What follows belongs to an exercise in optimizing a design on an open flow for a short achievable clock period and few clock cycles; a production flow would make more cautious choices. Only simulation tests tie the RTL to the original design; equivalence was not proved. Power and IR drop assume default switching activity.

File: flow/design.v
`timescale 1ns/1ps
package cpu_pkg;
  localparam int XLEN    = 64;
  localparam int INSTR_W = 32;
  localparam int REG_AW  = 5;
  localparam logic [REG_AW-1:0] ZERO_REG = 5'd31;   
  typedef enum logic [10:0] {
    OP_LDUR = 11'b11111000010,
    OP_STUR = 11'b11111000000,
    OP_ADD  = 11'b10001011000,
    OP_SUB  = 11'b11001011000,
    OP_AND  = 11'b10001010000,
    OP_ORR  = 11'b10101010000
  } opcode_e;
  localparam logic [5:0] B_PREFIX   = 6'b000101;
  localparam logic [7:0] CBZ_PREFIX = 8'b10110100;
  typedef enum logic [1:0] {
    ALUOP_ADDR  = 2'b00,   
    ALUOP_PASS  = 2'b01,   
    ALUOP_RTYPE = 2'b10
  } alu_op_e;
  typedef enum logic [3:0] {
    ALU_AND    = 4'b0000,
    ALU_ORR    = 4'b0001,
    ALU_ADD    = 4'b0010,
    ALU_SUB    = 4'b0110,
    ALU_PASS_B = 4'b0111
  } alu_ctrl_e;
  typedef enum logic [1:0] {
    FWD_NONE = 2'b00,
    FWD_WB   = 2'b01,
    FWD_MEM  = 2'b10
  } fwd_sel_e;
endpackage
`timescale 1ns/1ps
module alu (
  input  logic [cpu_pkg::XLEN-1:0] a,
  input  logic [cpu_pkg::XLEN-1:0] b,       
  input  logic                     arith,   
  input  logic                     cin,     
  input  logic                     op_and,
  input  logic                     op_orr,
  output logic [cpu_pkg::XLEN-1:0] result,
  output logic                     zero
);
  localparam int N = cpu_pkg::XLEN;
  localparam int L = 6;   
  logic [N-1:0] h, g, t, c, k;
  logic [N-1:0] gg [L+1];
  logic [N-1:0] pp [L+1];
  always_comb begin
    for (int i = 0; i < N; i++) begin
      g[i] = arith & a[i] & b[i];
      t[i] = arith & (a[i] | b[i]);
      if (op_and)      h[i] = a[i] & b[i];
      else if (op_orr) h[i] = a[i] | b[i];
      else             h[i] = a[i] ^ b[i];
    end
  end
  always_comb begin
    gg[0] = g;
    pp[0] = t;
    gg[0][0] = g[0] | (t[0] & cin);
    for (int l = 0; l < L; l++) begin
      for (int i = 0; i < N; i++) begin
        if (i >= (1 << l)) begin
          gg[l+1][i] = gg[l][i] | (pp[l][i] & gg[l][i - (1 << l)]);
          pp[l+1][i] = pp[l][i] & pp[l][i - (1 << l)];
        end else begin
          gg[l+1][i] = gg[l][i];
          pp[l+1][i] = pp[l][i];
        end
      end
    end
    c = {gg[L][N-2:0], cin};
    k = {t[N-2:0], cin};
  end
  assign result = h ^ c;
  assign zero   = (h == k);
endmodule
`timescale 1ns/1ps
module register_file (
  input  logic                      CLOCK,
  input  logic                      rst_n,
  input  logic [cpu_pkg::REG_AW-1:0] rd_addr1,
  input  logic [cpu_pkg::REG_AW-1:0] rd_addr2,
  input  logic [31:0]               rd_oh1,   
  input  logic [31:0]               rd_oh2,   
  input  logic                      wb_en,
  input  logic [cpu_pkg::REG_AW-1:0] wb_reg,
  input  logic [30:0]               wb_oh,    
  input  logic [cpu_pkg::XLEN-1:0]   wb_data,
  input  logic                      wb_zero,
  output logic [cpu_pkg::XLEN-1:0]   rd_data1,
  output logic [cpu_pkg::XLEN-1:0]   rd_data2,
  output logic                      rd_zero2
);
  logic [cpu_pkg::XLEN-1:0] regs [31];
  logic [30:0]              zflag;
  logic [30:0]              written;
  logic [cpu_pkg::XLEN-1:0] val [32];
  logic [31:0]              zval;
  always_ff @(posedge CLOCK or negedge rst_n) begin
    if (!rst_n) begin
      written <= '0;
    end else begin
      written <= written | wb_oh;
    end
  end
  always_ff @(posedge CLOCK) begin
    for (int i = 0; i < 31; i++) begin
      if (wb_oh[i]) begin
        regs[i]  <= wb_data;
        zflag[i] <= wb_zero;
      end
    end
  end
  always_comb begin
    for (int i = 0; i < 31; i++) begin
      val[i]  = written[i] ? regs[i] : cpu_pkg::XLEN'(i);   
      zval[i] = written[i] ? zflag[i] : (i == 0);
    end
    val[31]  = '0;
    zval[31] = 1'b1;
  end
  logic [cpu_pkg::XLEN-1:0] rv1, rv2;
  logic                     rz2;
  always_comb begin
    rv1 = '0;
    rv2 = '0;
    rz2 = 1'b0;
    for (int i = 0; i < 32; i++) begin
      rv1 = rv1 | ({cpu_pkg::XLEN{rd_oh1[i]}} & val[i]);
      rv2 = rv2 | ({cpu_pkg::XLEN{rd_oh2[i]}} & val[i]);
      rz2 = rz2 | (rd_oh2[i] & zval[i]);
    end
  end
  assign rd_data1 = (wb_en && wb_reg == rd_addr1 && rd_addr1 != cpu_pkg::ZERO_REG) ? wb_data : rv1;
  assign rd_data2 = (wb_en && wb_reg == rd_addr2 && rd_addr2 != cpu_pkg::ZERO_REG) ? wb_data : rv2;
  assign rd_zero2 = (wb_en && wb_reg == rd_addr2 && rd_addr2 != cpu_pkg::ZERO_REG) ? wb_zero : rz2;
endmodule
`timescale 1ns/1ps
module arm_cpu #(
  parameter logic [cpu_pkg::XLEN-1:0] RESET_PC = '0
) (
  input  logic                       CLOCK,
  input  logic                       rst_n,
  input  logic [cpu_pkg::INSTR_W-1:0] instr,
  input  logic [cpu_pkg::XLEN-1:0]    mem_rdata,
  output logic [cpu_pkg::XLEN-1:0]    pc,
  output logic [cpu_pkg::XLEN-1:0]    mem_addr,
  output logic [cpu_pkg::XLEN-1:0]    mem_wdata,
  output logic                       mem_read,
  output logic                       mem_write
);
  localparam int XLEN = cpu_pkg::XLEN;
  logic             d_valid;
  logic [31:0]      d_instr;
  logic [XLEN-1:0]  d_pc;
  logic [XLEN-1:28] d_pc_inc;    
  logic [XLEN-1:28] d_pc_dec;    
  logic [27:0]      d_off;       
  logic             d_b, d_cbz, d_ld, d_st, d_alu, d_sub, d_and, d_orr;
  logic [31:0]      d_oh_a;      
  logic [31:0]      d_oh_b;      
  logic [XLEN-1:0]  d_pc4;       
  logic             d_pred;      
  logic             e_valid;
  logic             e_ld;
  logic             e_cbz;      
  logic [XLEN-1:0]  e_target;
  logic             e_st;
  logic             e_wen;
  logic [4:0]       e_rd;
  logic             e_arith;
  logic             e_cin;
  logic             e_and;
  logic             e_orr;
  logic [XLEN-1:0]  e_a;
  logic [XLEN-1:0]  e_b;    
  logic [XLEN-1:0]  e_sd;   
  logic             e_sd_ld;   
  logic             m_ld;        
  logic             m_wen;
  logic [4:0]       m_rd;
  logic             m_zero;
  logic             w_en;
  logic [4:0]       w_rd;
  logic [XLEN-1:0]  w_data;
  logic             w_zero;
  logic [3:0]       w_zp;        
  logic [30:0]      w_oh;        
  logic [10:0]      op;
  logic [4:0]       rn, rm, rt, rb;
  logic             is_b, is_cbz, is_ld, is_st, is_alu;
  logic             i_sub, i_and, i_orr;
  logic             wen;
  logic             use_a, use_b_alu;
  logic [XLEN-1:0]  rf_a, rf_b;
  logic             rf_zb;
  logic [XLEN-1:0]  imm_d, target;
  logic             stall, taken, cbz_zero;
  logic             e_fast_zero;
  assign op  = d_instr[31:21];
  assign rt  = d_instr[4:0];
  assign rn  = d_instr[9:5];
  assign rm  = d_instr[20:16];
  assign rb  = d_instr[28] ? rt : rm;   
  assign is_b   = d_valid && d_b;
  assign is_cbz = d_valid && d_cbz;
  assign is_ld  = d_valid && d_ld;
  assign is_st  = d_valid && d_st;
  assign i_sub  = d_sub;
  assign i_and  = d_and;
  assign i_orr  = d_orr;
  assign is_alu = d_valid && d_alu;
  assign wen    = (is_ld || is_alu) && rt != cpu_pkg::ZERO_REG;
  assign use_a     = is_ld || is_st || is_alu;
  assign use_b_alu = is_alu;
  register_file i_rf (
    .CLOCK, .rst_n,
    .rd_addr1(rn), .rd_addr2(rb), .rd_oh1(d_oh_a), .rd_oh2(d_oh_b),
    .wb_en(w_en), .wb_reg(w_rd), .wb_oh(w_oh), .wb_data(w_data), .wb_zero(w_zero),
    .rd_data1(rf_a), .rd_data2(rf_b), .rd_zero2(rf_zb)
  );
  assign stall = e_valid && e_ld && e_wen &&
                 ((use_a && rn == e_rd) || (use_b_alu && rm == e_rd) || (is_cbz && rt == e_rd));
  logic cbz_late;
  assign cbz_late = is_cbz && !(e_valid && e_wen && e_rd == rt) && m_ld && m_wen && m_rd == rt;
  always_comb begin
    if (rt == cpu_pkg::ZERO_REG)             cbz_zero = 1'b1;
    else if (e_valid && e_wen && e_rd == rt) cbz_zero = e_fast_zero;
    else if (m_wen && m_rd == rt)            cbz_zero = m_zero;
    else                                     cbz_zero = rf_zb;   
  end
  logic e_taken, redir_tgt, redir_seq;
  assign e_taken   = e_cbz && w_zero;
  assign redir_tgt = (is_b && !d_pred) || (is_cbz && !cbz_late && cbz_zero);
  assign redir_seq = d_valid && d_pred && !d_b && !(is_cbz && !cbz_late && cbz_zero);
  assign taken     = !stall && (redir_tgt || redir_seq);
  logic [28:0] tgt_lo;
  assign tgt_lo = {1'b0, d_pc[27:0]} + {1'b0, d_off};
  always_comb begin
    target[27:0] = tgt_lo[27:0];
    if (tgt_lo[28] && !d_off[27])      target[XLEN-1:28] = d_pc_inc;
    else if (!tgt_lo[28] && d_off[27]) target[XLEN-1:28] = d_pc_dec;
    else                               target[XLEN-1:28] = d_pc[XLEN-1:28];
  end
  assign imm_d = {{(XLEN-9){d_instr[20]}}, d_instr[20:12]};   
  logic            hit_e_a, hit_m_a, hit_e_b, hit_m_b;
  logic [XLEN-1:0] alu_res, m_val, fwd_a, fwd_b;
  assign hit_e_a = e_valid && e_wen && e_rd == rn;
  assign hit_m_a = m_wen && m_rd == rn;
  assign hit_e_b = e_valid && e_wen && e_rd == rb;
  assign hit_m_b = m_wen && m_rd == rb;
  assign m_val   = m_ld ? mem_rdata : mem_addr;
  assign fwd_a   = hit_e_a ? alu_res : (hit_m_a ? m_val : rf_a);
  assign fwd_b   = hit_e_b ? alu_res : (hit_m_b ? m_val : rf_b);
  logic            b_e_pos, b_e_neg, b_other;
  logic [XLEN-1:0] b_early, b_next;
  assign b_e_pos = is_alu && hit_e_b && !i_sub;
  assign b_e_neg = is_alu && hit_e_b && i_sub;
  assign b_other = !(is_alu && hit_e_b);
  assign b_early = !is_alu ? imm_d :
                   (i_sub ? ~(hit_m_b ? m_val : rf_b) : (hit_m_b ? m_val : rf_b));
  assign b_next  = ({XLEN{b_e_pos}} & alu_res) | ({XLEN{b_e_neg}} & ~alu_res) |
                   ({XLEN{b_other}} & b_early);
  logic [XLEN-1:0] pc_next, pc_n, f_pc;
  assign f_pc = ~pc_n;
  always_comb begin
    if (e_taken)     pc_next = e_target;
    else if (taken)  pc_next = redir_tgt ? target : d_pc4;
    else if (!stall) pc_next = btb_hit ? btb_target : f_pc4;
    else             pc_next = f_pc;
  end
  always_ff @(posedge CLOCK or negedge rst_n) begin
    if (!rst_n) begin
      pc      <= RESET_PC;
      pc_n    <= ~RESET_PC;
      d_valid <= 1'b0;
    end else begin
      pc      <= pc_next;
      pc_n    <= ~pc_next;
      if (e_taken || taken) d_valid <= 1'b0;   
      else if (!stall)      d_valid <= 1'b1;
    end
  end
  localparam int NBTB = 4;
  logic [NBTB-1:0] btb_v;
  logic [XLEN-1:0] btb_tag [NBTB];
  logic [XLEN-1:0] btb_tgt [NBTB];
  logic [1:0]      btb_ptr;
  logic            btb_hit;
  logic [XLEN-1:0] btb_target;
  logic [XLEN-1:0] f_pc4;
  logic            btb_fill;
  assign f_pc4 = f_pc + XLEN'(4);
  always_comb begin
    btb_hit    = 1'b0;
    btb_target = '0;
    for (int i = 0; i < NBTB; i++) begin
      if (btb_v[i] && btb_tag[i] == f_pc) begin
        btb_hit    = 1'b1;
        btb_target = btb_target | btb_tgt[i];
      end
    end
  end
  assign btb_fill = !e_taken && !stall && is_b && !d_pred;
  always_ff @(posedge CLOCK or negedge rst_n) begin
    if (!rst_n) begin
      btb_v   <= '0;
      btb_ptr <= '0;
    end else if (btb_fill) begin
      btb_v[btb_ptr] <= 1'b1;
      btb_ptr        <= btb_ptr + 2'd1;
    end
  end
  always_ff @(posedge CLOCK) begin
    if (btb_fill) begin
      btb_tag[btb_ptr] <= d_pc;
      btb_tgt[btb_ptr] <= target;
    end
  end
  logic [10:0] f_op;
  logic [4:0]  f_rb;
  logic        f_b;
  assign f_op = instr[31:21];
  assign f_b  = instr[31:26] == cpu_pkg::B_PREFIX;
  assign f_rb = instr[28] ? instr[4:0] : instr[20:16];
  always_ff @(posedge CLOCK) begin
    if (!stall) begin
      d_instr  <= instr;
      d_pc     <= f_pc;
      d_pc4    <= f_pc4;
      d_pred   <= btb_hit;
      d_pc_inc <= f_pc[XLEN-1:28] + 1'b1;
      d_pc_dec <= f_pc[XLEN-1:28] - 1'b1;
      d_off    <= f_b ? {instr[25:0], 2'b00} : {{7{instr[23]}}, instr[23:5], 2'b00};
      d_b      <= f_b;
      d_cbz    <= instr[31:24] == cpu_pkg::CBZ_PREFIX;
      d_ld     <= f_op == cpu_pkg::OP_LDUR;
      d_st     <= f_op == cpu_pkg::OP_STUR;
      d_alu    <= f_op == cpu_pkg::OP_ADD || f_op == cpu_pkg::OP_SUB ||
                  f_op == cpu_pkg::OP_AND || f_op == cpu_pkg::OP_ORR;
      d_sub    <= f_op == cpu_pkg::OP_SUB;
      d_and    <= f_op == cpu_pkg::OP_AND;
      d_orr    <= f_op == cpu_pkg::OP_ORR;
      d_oh_a   <= 32'd1 << instr[9:5];
      d_oh_b   <= 32'd1 << f_rb;
    end
  end
  always_ff @(posedge CLOCK or negedge rst_n) begin
    if (!rst_n) begin
      e_valid <= 1'b0;
      e_ld    <= 1'b0;
      e_st    <= 1'b0;
      e_wen   <= 1'b0;
      e_cbz   <= 1'b0;
    end else begin   
      e_valid <= use_a && !stall && !e_taken;
      e_ld    <= is_ld && !stall && !e_taken;
      e_st    <= is_st && !stall && !e_taken;
      e_wen   <= wen && !stall && !e_taken;
      e_cbz   <= cbz_late && !stall && !e_taken;
    end
  end
  always_ff @(posedge CLOCK) begin
    e_rd      <= rt;
    e_target  <= target;
    e_arith   <= !(is_alu && (i_and || i_orr));
    e_cin     <= is_alu && i_sub;
    e_and     <= is_alu && i_and;
    e_orr     <= is_alu && i_orr;
    e_a       <= fwd_a;
    e_b       <= b_next;
    e_sd      <= fwd_b;
    e_sd_ld   <= hit_e_b && e_ld;   
  end
  logic [XLEN-1:0] st_data;
  assign st_data = e_sd_ld ? mem_rdata : e_sd;
  alu i_alu (
    .a(e_a), .b(e_b),
    .arith(e_arith), .cin(e_cin), .op_and(e_and), .op_orr(e_orr),
    .result(alu_res), .zero(e_fast_zero)
  );
  always_ff @(posedge CLOCK or negedge rst_n) begin
    if (!rst_n) begin
      m_ld      <= 1'b0;
      m_wen     <= 1'b0;
      mem_read  <= 1'b0;
      mem_write <= 1'b0;
    end else begin
      m_ld      <= e_ld && e_wen;
      m_wen     <= e_wen;
      mem_read  <= e_ld;
      mem_write <= e_st;
    end
  end
  always_ff @(posedge CLOCK) begin
    m_rd      <= e_rd;
    m_zero    <= e_fast_zero;
    mem_addr  <= alu_res;   
    mem_wdata <= st_data;
  end
  assign w_zero = &w_zp;
  always_ff @(posedge CLOCK or negedge rst_n) begin
    if (!rst_n) begin
      w_en <= 1'b0;
      w_oh <= '0;
    end else begin
      w_en <= m_wen;
      w_oh <= m_wen ? 31'(32'd1 << m_rd) : '0;
    end
  end
  always_ff @(posedge CLOCK) begin
    w_rd   <= m_rd;
    w_data <= m_ld ? mem_rdata : mem_addr;
    for (int k = 0; k < 4; k++) begin
      w_zp[k] <= m_ld ? (mem_rdata[16*k +: 16] == '0) : m_zero;
    end
  end
endmodule
File: flow/flow/run.sh
#!/bin/bash
# Standard layout (the standard.sh, unchanged synthesis), with
# - timing repair asked to aim below the clock period: the repair steps keep
#   working until the setup slack reaches SETUP_SLACK_MARGIN (ns) or no move helps;
# - the port buffers made from buf_4 cells rather than the default choice.
set -o pipefail
bash standard.sh SETUP_SLACK_MARGIN=7.5 "BUFFER_PORTS_ARGS=-buffer_cell sky130_fd_sc_hd__buf_4" finish > standard_flow.log 2>&1
File: flow/standard.sh
#!/bin/bash
# synth_recipe.tcl (not shown) runs the flow's synth.tcl, then flattens the netlist and writes it again
# the make line also repeats each setting of config.mk as NAME=value (left out here)
make -C /OpenROAD-flow-scripts/flow DESIGN_CONFIG=/design/flow/config.mk WORK_HOME=/design/flow/orfs CLKGATE_MAP_FILE= SYNTH_SCRIPT=/design/flow/synth_recipe.tcl "${@:-finish}"
File: flow/config.mk
export PLATFORM = sky130hd
export DESIGN_NAME = arm_cpu
export DESIGN_NICKNAME = arm_cpu
export VERILOG_FILES = /design/flow/design.v
export SDC_FILE = /design/flow/constraint.sdc
export NUM_CORES = 4
export LEC_CHECK = 0
export ABC_CLOCK_PERIOD_IN_PS = 1000
export CAP_MARGIN = 50
export CELL_PAD_IN_SITES_DETAIL_PLACEMENT = 1
export CELL_PAD_IN_SITES_GLOBAL_PLACEMENT = 2
export CORE_MARGIN = 2
export CORE_UTILIZATION = 45
export PLACE_DENSITY = 0.55
export SETUP_SLACK_MARGIN = 5
export SLEW_MARGIN = 50
export TNS_END_PERCENT = 10
File: flow/constraint.sdc
create_clock -name core_clock -period 11.0 [get_ports {CLOCK}]
set_input_delay 2.2000 -clock core_clock [delete_from_list [all_inputs] [get_ports {CLOCK}]]
set_output_delay 2.2000 -clock core_clock [all_outputs]
set_load 0.01 [all_outputs]
==> results.txt, run 1 <==
- Vias in the first global route: 122000
- Register bit total from synthesis: 3514
- Post-synth top area share: 55.6%
- RSZ-0062 raised after global routing: yes
- CP Class: flop to flop
- CP Launch Type: flop
- Maximum vdd drop: 0.189 mV
- WL/cell: 50.0 um
- First-pass GRT wire length: 1110000 um
- Max-cap violations: 0
- CTS clk-pin slew, worst paths: 60 ps
- Multi-input logic area: 52800 um2
- Share of cells above drive strength 1: 21.6%
- Most frequent cells in the layout: edfxtp_1 (2834), a22oi_1 (690), buf_4 (679), a221oi_1 (631), a22o_1 (626)
- Worst-Margin Slew: 931 ps
- Sink Count: 3514
- Outcome: no timing/DRC/antenna violations
- Buffers on Ports: 291
- Crit end category: flop
- Register area share after synthesis: 65.2%
- Ys async rst share: 5.89%
- Final Wtd Congestion: 0.968
- Gr ovfl total: 0
- Unique masters post-synth: 109
- Crit-path max FO: 25
- Fin util: 54.3%
- Width of the die: 587 um
- Top cells by area, synth: edfxtp_1 (56%), dfxtp_1 (6.2%), a221oi_1 (3.7%)
- Final Hold Viols: 0
- Max Freq: 230 MHz
- Mean Syn Cell Area: 13.4 um2
- Post-synth top area cell: edfxtp_1
- Pin count of the biggest net entering global routing: 88
- DIE HEIGHT: 587 um
- NumNets Final: 12300
- Setup ws final: 6650 ps
- Row Count: 214
- Final worst path period need: 4350 ps
- R2R cell count: 13
- CTS buffer count: 381
- Period Utilization, post-route: 39.5%
- DRT antenna net count: 0
- Area growth syn-to-layout: 20.3%
- Leak: 64.1 nW
- Vias after detailed routing: 128000
- Total track usage: 47.2%
- Hold Path Class: flop to flop
- # setup viols final: 0
- Ys flop type: edfxtp_1
- Hold depth: 0
- Drt initial violations: 23400
- Total Wirelength: 847000 um
- Core region area: 339000 um2
- Root Buffer: clkbuf_16
- Initial antenna violation count: 117
- Final TNS setup: 0 ps
- Most common cell after layout, fill and taps aside: edfxtp_1
- Slew Viols, Final: 0
- Pre-antenna DRT Iters: 10
- Fin cells: 16900
- Mapped Area: 153000 um2
- DP HPWL: 510000 um
- Clock skew: 94.9 ps
- Hold buffer count at CTS: 0
- Clk latency of the worst-skew pair: 1040 ps
- DP Cell Count: 15800
- Tot Pwr: 31.6 mW
- Ys Warns: 7
- Bufs on Longest Clock Path: 4
- Sequential standard cell area: 100000 um2
- Fillers: 32600
- Vias/cell: 7.55
- Die area: 345000 um2
- Cell Pwr Density: 172 nW/um2
- Slew headroom: 37.9%
- Pre-CTS WS: 4980 ps
- Gate Count Post-Synth: 11500
- Number of synthesized flops with an enable pin: 2834
- CTS tree: done
- I/O Pins: 292
- CP required: 11850 ps
- H-tree level count: 5
- Worst path arrival time: 5190 ps
- Synth Net Count: 11700
- Post-route DRC: 0
- Initial Util: 45.1%
## state kept, by name, indices dropped and copies added (netlist names), 36 cells and up
| name | cells |
|---|---|
| e_b | 64 |
| mem_addr | 64 |
| i_rf.regs | 1984 |
| pc | 64 |
| d_pc_inc | 36 |
| e_sd | 64 |
| e_target | 64 |
| mem_wdata | 64 |
| e_a | 64 |
| d_pc4 | 62 |
| d_pc | 64 |
| pc_n | 64 |
| w_data | 64 |
| btb_tgt | 248 |
| btb_tag | 256 |
## logic make-up after synthesis
| family | count (synthesis) | synth area share [%] |
|---|---|---|
| AOI/OAI and AO/OA | 3331 | 17.0 |
| xor gates and xnor gates | 509 | 2.91 |
| adders and majority gates | 164 | 1.35 |
| buffers and inverters | 1092 | 2.84 |
| DFF | 3514 | 65.2 |
| muxes | 290 | 2.05 |
| and+or+nand+nor | 2554 | 8.61 |
## metal layers
metal	routed length, um	track usage [%]	vias to the layer above
met5	681	0.664	-
met2	347000	66.7	12000
li1	-	-	47000
met4	61900	26.8	63
met1	308000	62.4	65700
met3	130000	17.2	3164
## report_power, final
part	internal (mW)	leakage, nW	switching [mW]	total (mW)
Combinational	0.801	24.9	1.44	2.24
Sequential	15.0	32.8	0.684	15.7
Clock	7.90	6.33	5.80	13.7
Total	23.7	64.1	7.92	31.6
## area by class of cell
cell class | instances | share of cell area, %
Sequential cell | 3514 | 54.4
Multi-Input combinational cell | 6857 | 28.7
Timing Repair Buffer | 1024 | 6.20
Clock buffer | 498 | 5.65
Tap cell | 4536 | 3.08
Clock inverter | 211 | 1.40
Inverter | 248 | 0.527
Antenna cell | 56 | 0.0761
Timing Repair inverter | 1 | 0.00476
## through the flow
step / hold slack, ps / instance area [um2]
after floorplan: 329 / 153000
after global placement: 342 / 161000
after global routing: 362 / 184000
final: 350 / 184000
after detailed placement: 336 / 163000
after CTS: 350 / 182000
## worst paths after layout
| check | start | endpoint | slack [ps] |
|---|---|---|---|
| min | e_st | mem_write | 350 |
| max | i_rf.written[16] | e_b[62] | 6650 |
| max reg2reg | i_rf.written[16] | e_b[62] | 6650 |
| min reg2reg | e_st | mem_write | 350 |
| min in group asynchronous | rst_n | pc[38] | 1190 |
| max in group asynchronous | rst_n | i_rf.written[30] | 8590 |
## worst max-delay path, cell delays in order, from the launching register on
cell and delay, ps:
dfrtp_1 390, and2_4 340, buf_6 520, buf_4 550, a22oi_1 210, nand4_1 190
nor3_1 80, buf_4 190, a21oi_2 430, mux2_2 340, o221ai_1 130, nor2_1 360
nor2_1 100, a211oi_1 270
## Yosys cell counts, types with 150 or more instances
cell,number
buf_1,150
nor3_1,177
mux2_2,191
a21oi_1,322
edfxtp_1,2834
nand3_1,226
o21ai_0,222
nand4_1,309
ha_1,163
inv_1,238
a22oi_1,697
xnor2_1,386
a22o_1,627
nand2_1,507
clkbuf_1,616
dfxtp_1,473
nor2_1,526
a221oi_1,642
## timing repair
item                       in CTS  in global routing
setup endpoints to repair    1409               1305
gates cloned                   45                 14
resized for setup             609                202
setup buffers                 189                 93
pin swaps                     147                 83
Testbench counts, summed over its fixed seeds: cycles 58,795.
==> inputs of run 2 (changes only) <==
==> flow/run.sh (new file) <==
#!/bin/bash
# synth_recipe.tcl (not shown) runs the flow's synth.tcl, then flattens the netlist and writes it again
# the make line also repeats each setting of config.mk as NAME=value (left out here)
make -C /OpenROAD-flow-scripts/flow DESIGN_CONFIG=/design/flow/config.mk WORK_HOME=/design/flow/orfs CLKGATE_MAP_FILE= SYNTH_SCRIPT=/design/flow/synth_recipe.tcl finish
--- a/flow/config.mk
+++ b/flow/config.mk
@@ -11,6 +11,6 @@
 export CELL_PAD_IN_SITES_GLOBAL_PLACEMENT = 2
 export CORE_MARGIN = 2
-export CORE_UTILIZATION = 45
-export PLACE_DENSITY = 0.55
+export CORE_UTILIZATION = 30
+export PLACE_DENSITY = 0.35
 export SETUP_SLACK_MARGIN = 5
 export SLEW_MARGIN = 50
removed: flow/flow/run.sh
removed: flow/standard.sh
==> results.txt, run 2 <==
- Crit path cell chain: buf_6 > or2b_1 > a222oi_1 > o22ai_1 > a221oi_1 > and3_1 > nand4_1 > nor4_4 > buf_4 > o41a_2 > buf_16 > a21oi_2 > nand2_2 > buf_4 > inv_2 > a221o_1 (was and2_4 > buf_6 > buf_4 > a22oi_1 > nand4_1 > nor3_1 > buf_4 > a21oi_2 > mux2_2 > o221ai_1 > nor2_1 > nor2_1 > a211oi_1)
- Slowest stage cell, crit path: dfxtp_4 (was buf_4)
- R2R cell count: 16 (was 13)
- Slew Viols, Final: 0 (unchanged)
- DIE HEIGHT: 718 um (was 587 um)
- RSZ-0062 raised after global routing: no (was yes)
- Sequential power share: 48.1% (was 49.6%)
- Ys async rst share: 5.89% (unchanged)
- Initial antenna violation count: 84 (was 117)
- Simple logic cell fraction of the synthesized area: 8.61% (unchanged)
- Slew headroom: 34.0% (was 37.9%)
- Final Hold Viols: 0 (unchanged)
- Total Wirelength: 953000 um (was 847000 um)
- Gr ovfl total: 0 (unchanged)
- Pre-antenna DRT Iters: 9 (was 10)
- Bufs on Longest Clock Path: 4 (unchanged)
- Max-cap violations: 0 (unchanged)
- Ys Warns: 7 (unchanged)
- Area growth syn-to-layout: 19.1% (was 20.3%)
- Share of cells above drive strength 1: 15.6% (was 21.6%)
- Post-synth top area share: 55.6% (unchanged)
- Clk latency of the worst-skew pair: 1060 ps (was 1040 ps)
- Unique masters post-synth: 109 (unchanged)
- Period Utilization, post-route: 51.8% (was 39.5%)
- CTS buffer count: 418 (was 381)
- Hold Path Class: flop to flop (unchanged)
- CTS tree: done (unchanged)
- Post-synth top cells: edfxtp_1 (2834), a22oi_1 (697), a221oi_1 (642) (unchanged)
- Hold depth: 0 (unchanged)
- Cell Pwr Density: 177 nW/um2 (was 172 nW/um2)
- Most frequent cells in the layout: edfxtp_1 (2834), a22oi_1 (697), a221oi_1 (642), a22o_1 (627), nor2_1 (523) (was edfxtp_1 (2834), a22oi_1 (690), buf_4 (679), a221oi_1 (631), a22o_1 (626))
- Outcome: no timing/DRC/antenna violations (unchanged)
- P_sw: 8.24 mW (was 7.92 mW)
- WL/cell: 50.2 um (was 50.0 um)
- Vias after detailed routing: 123000 (was 128000)
- CTS clk-pin slew, worst paths: 60 ps (about the same)
- Reg with most FFs: i_rf.regs (unchanged)
- Maximum vdd drop: 0.136 mV (was 0.189 mV)
- Register area share after synthesis: 65.2% (unchanged)
- Number of synthesized flops with an enable pin: 2834 (unchanged)
- Vias in the first global route: 119000 (was 122000)
- Worst-Margin Slew: 990 ps (was 931 ps)
- Core region area: 509000 um2 (was 339000 um2)
- First-pass GRT wire length: 1230000 um (was 1110000 um)
- Mux contribution to synthesized area: 2.05% (unchanged)
- Cell repeated most along the worst path: buf_4
- Max FFs per register: 1984 (unchanged)
- Worst path arrival time: 6580 ps (was 5190 ps)
- DRT antenna net count: 0 (unchanged)
- Worst Hold Margin: 351 ps (was 350 ps)
- NumNets Final: 12100 (was 12300)
- CP required: 11880 ps (was 11850 ps)
- Top Registers: i_rf.regs x1984, btb_tag x256, btb_tgt x248 (unchanged)
- Max stage delay on crit path: 660 ps (was 550 ps)
- H-tree level count: 5 (unchanged)
- # setup viols final: 0 (unchanged)
- Row Count: 262 (was 214)
- Switching Fraction: 25.5% (was 25.1%)
- Xor/xnor cell area share of the yosys netlist: 2.91% (unchanged)
- Most frequent cell after synthesis: edfxtp_1 (unchanged)
- Finished Cell Area: 182000 um2 (was 184000 um2)
- Vias/cell: 6.47 (was 7.55)
- Drt initial violations: 18600 (was 23400)
- Setup ws final: 5300 ps (was 6650 ps)
- Final worst path period need: 5700 ps (was 4350 ps)
- Post-synth top area cell: edfxtp_1 (unchanged)
- Synth Net Count: 11700 (unchanged)
- Most common cell after layout, fill and taps aside: edfxtp_1 (unchanged)
- Final Wtd Congestion: 0.923 (was 0.968)
- Largest family of logic cells by synthesized area: compound AO/OA/AOI/OAI gates (unchanged)
- CP Launch Type: flop (unchanged)
- Crit-path max FO: 59 (was 25)
- Width of the die: 718 um (was 587 um)
- Die area: 516000 um2 (was 345000 um2)
- Mean Syn Cell Area: 13.4 um2 (unchanged)
- Initial Util: 30.1% (was 45.1%)
- Compound-Gate Fraction of Synth Area: 17.0% (unchanged)
- Clock share of power: 45.0% (was 43.3%)
- I/O Pins: 292 (unchanged)
- Gate Count Post-Synth: 11500 (unchanged)
- Final TNS setup: 0 ps (unchanged)
- Register bit total from synthesis: 3514 (unchanged)
- Leak: 61.9 nW (was 64.1 nW)
- Max Freq: 175 MHz (was 230 MHz)
- Synthesized-area fraction occupied by adder cells: 1.35% (unchanged)
- Buffers on Ports: 291 (unchanged)
- Pre-CTS WS: 4400 ps (was 4980 ps)
- Internal power: 24.1 mW (was 23.7 mW)
- Sink Count: 3514 (unchanged)
- Clock skew: 71.1 ps (was 94.9 ps)
- Post-place instance area: 168000 um2 (was 163000 um2)
- Total track usage: 35.6% (was 47.2%)
- Crit end category: flop (unchanged)
- Top cells by area, synth: edfxtp_1 (56%), dfxtp_1 (6.2%), a221oi_1 (3.7%) (unchanged)
- Logic pwr share: 7.0% (was 7.1%)
- Post-route DRC: 0 (unchanged)
- DP HPWL: 616000 um (was 510000 um)
- CP Class: flop to flop (unchanged)
- Mapped Area: 153000 um2 (unchanged)
- Ys flop type: edfxtp_1 (unchanged)
- Root Buffer: clkbuf_16 (unchanged)
- Pin count of the biggest net entering global routing: 128 (was 88)
## run 2: layout make-up
class / instances / area [um2]
diodes: 42 / 105
clock buffers: 551 / 11400
clock inverters: 231 / 2570
fillers: 52400 / 326000
inverters: 248 / 943
multi-input cells: 6848 / 50500
flip-flops and latches: 3514 / 100000
well taps: 6732 / 8420
repair buffers: 809 / 8420
## run 2: metal layers
layer	global-route usage (%)	share of wire, %	routed length, um
met2	53.8	43	412000
met4	13.4	4.7	44500
met5	0	0.022	205
met1	50.2	43	411000
met3	7.01	8.9	85100
## run 2: through the flow
| step | instances | power [mW] | utilization, % |
|---|---|---|---|
| 2_1_floorplan | 11500 | 16.6 | - |
| 3_3_place_gp | 18100 | 17.9 | 32.5 |
| 3_5_place_dp | 18100 | 18.0 | 33.0 |
| 4_1_cts | 18900 | 32.5 | 35.8 |
| 5_1_grt | 18900 | 33.1 | 35.8 |
| 6_report | 19000 | 32.3 | 35.8 |
## run 2: logic make-up (layout without fill, tap and decap cells)
| kind of cell | count (synthesis) | in the layout |
|---|---|---|
| flip-flops | 3514 | 3514 |
| AO/OA/AOI/OAI | 3331 | 3331 |
| AND/OR/NAND/NOR | 2554 | 2554 |
| buffers and inverters | 1092 | 1839 |
| XOR/XNOR | 509 | 509 |
| multiplexers | 290 | 290 |
| adder cells (fa/ha/maj) | 164 | 164 |
| other | 0 | 42 |
## run 2: final timing paths
path	start	end	slack (ps)
setup / recovery	e_arith	pc[22]	5300
hold / removal	e_st	mem_write	350
setup reg to reg	e_arith	pc[22]	5300
hold reg to reg	e_st	mem_write	350
max in group asynchronous	rst_n	w_oh[13]	8150
min in group asynchronous	rst_n	pc[52]	1120
## run 2: power by group through the flow
stage,Combinational [mW],Clock (mW),Sequential (mW)
after floorplan,1.07,0,15.5
after global placement,2.13,0,15.8
after detailed placement,2.21,0,15.8
after CTS,2.22,14.7,15.5
after global routing,2.36,15.2,15.6
final,2.25,14.5,15.5
## run 2: what timing repair did
| action | CTS | global route |
|---|---|---|
| cloned | 2 | 1 |
| setup buffers | 2 | 0 |
| endpoints found under the setup margin | 56 | 8 |
| pin swaps | 1 | 1 |
| resized for setup | 12 | 1 |
| hold buffers | 0 | 0 |
## run 2: worst max-delay path, delay by kind of cell, from the launching register on
kind | cells | cell delay [ps]
AO/OA/AOI/OAI | 6 | 1470
flip-flops | 1 | 660
AND/OR/NAND/NOR | 5 | 1670
buffers and inverters | 5 | 1580

## separate check: timing with driven ports
In the flow no input, the clock included, has a driving cell. The finished layouts below were timed again as built, in two steps. Step 1 assumes that a clkbuf_16 drives the clock port and a buf_2 every other input. Step 2 moves the port delays by t, midway between the first and last clock arrival at a register: inputs arrive t later, outputs are due t later. That takes back most of the time a late clock gives input paths. a / b / c = ideal ports / drivers / drivers and shift; a / b = the first two.
run | shift t [ns] | slack for setup (ns) | hold slack, ns
run 1 | 1.116 | 6.654 / 6.654 / 6.654 | 0.350 / 0.350 / 0.350
run 2 | 1.144 | 5.299 / 5.299 / 5.299 | 0.351 / 0.351 / 0.351
After both steps every run listed still meets setup and hold.
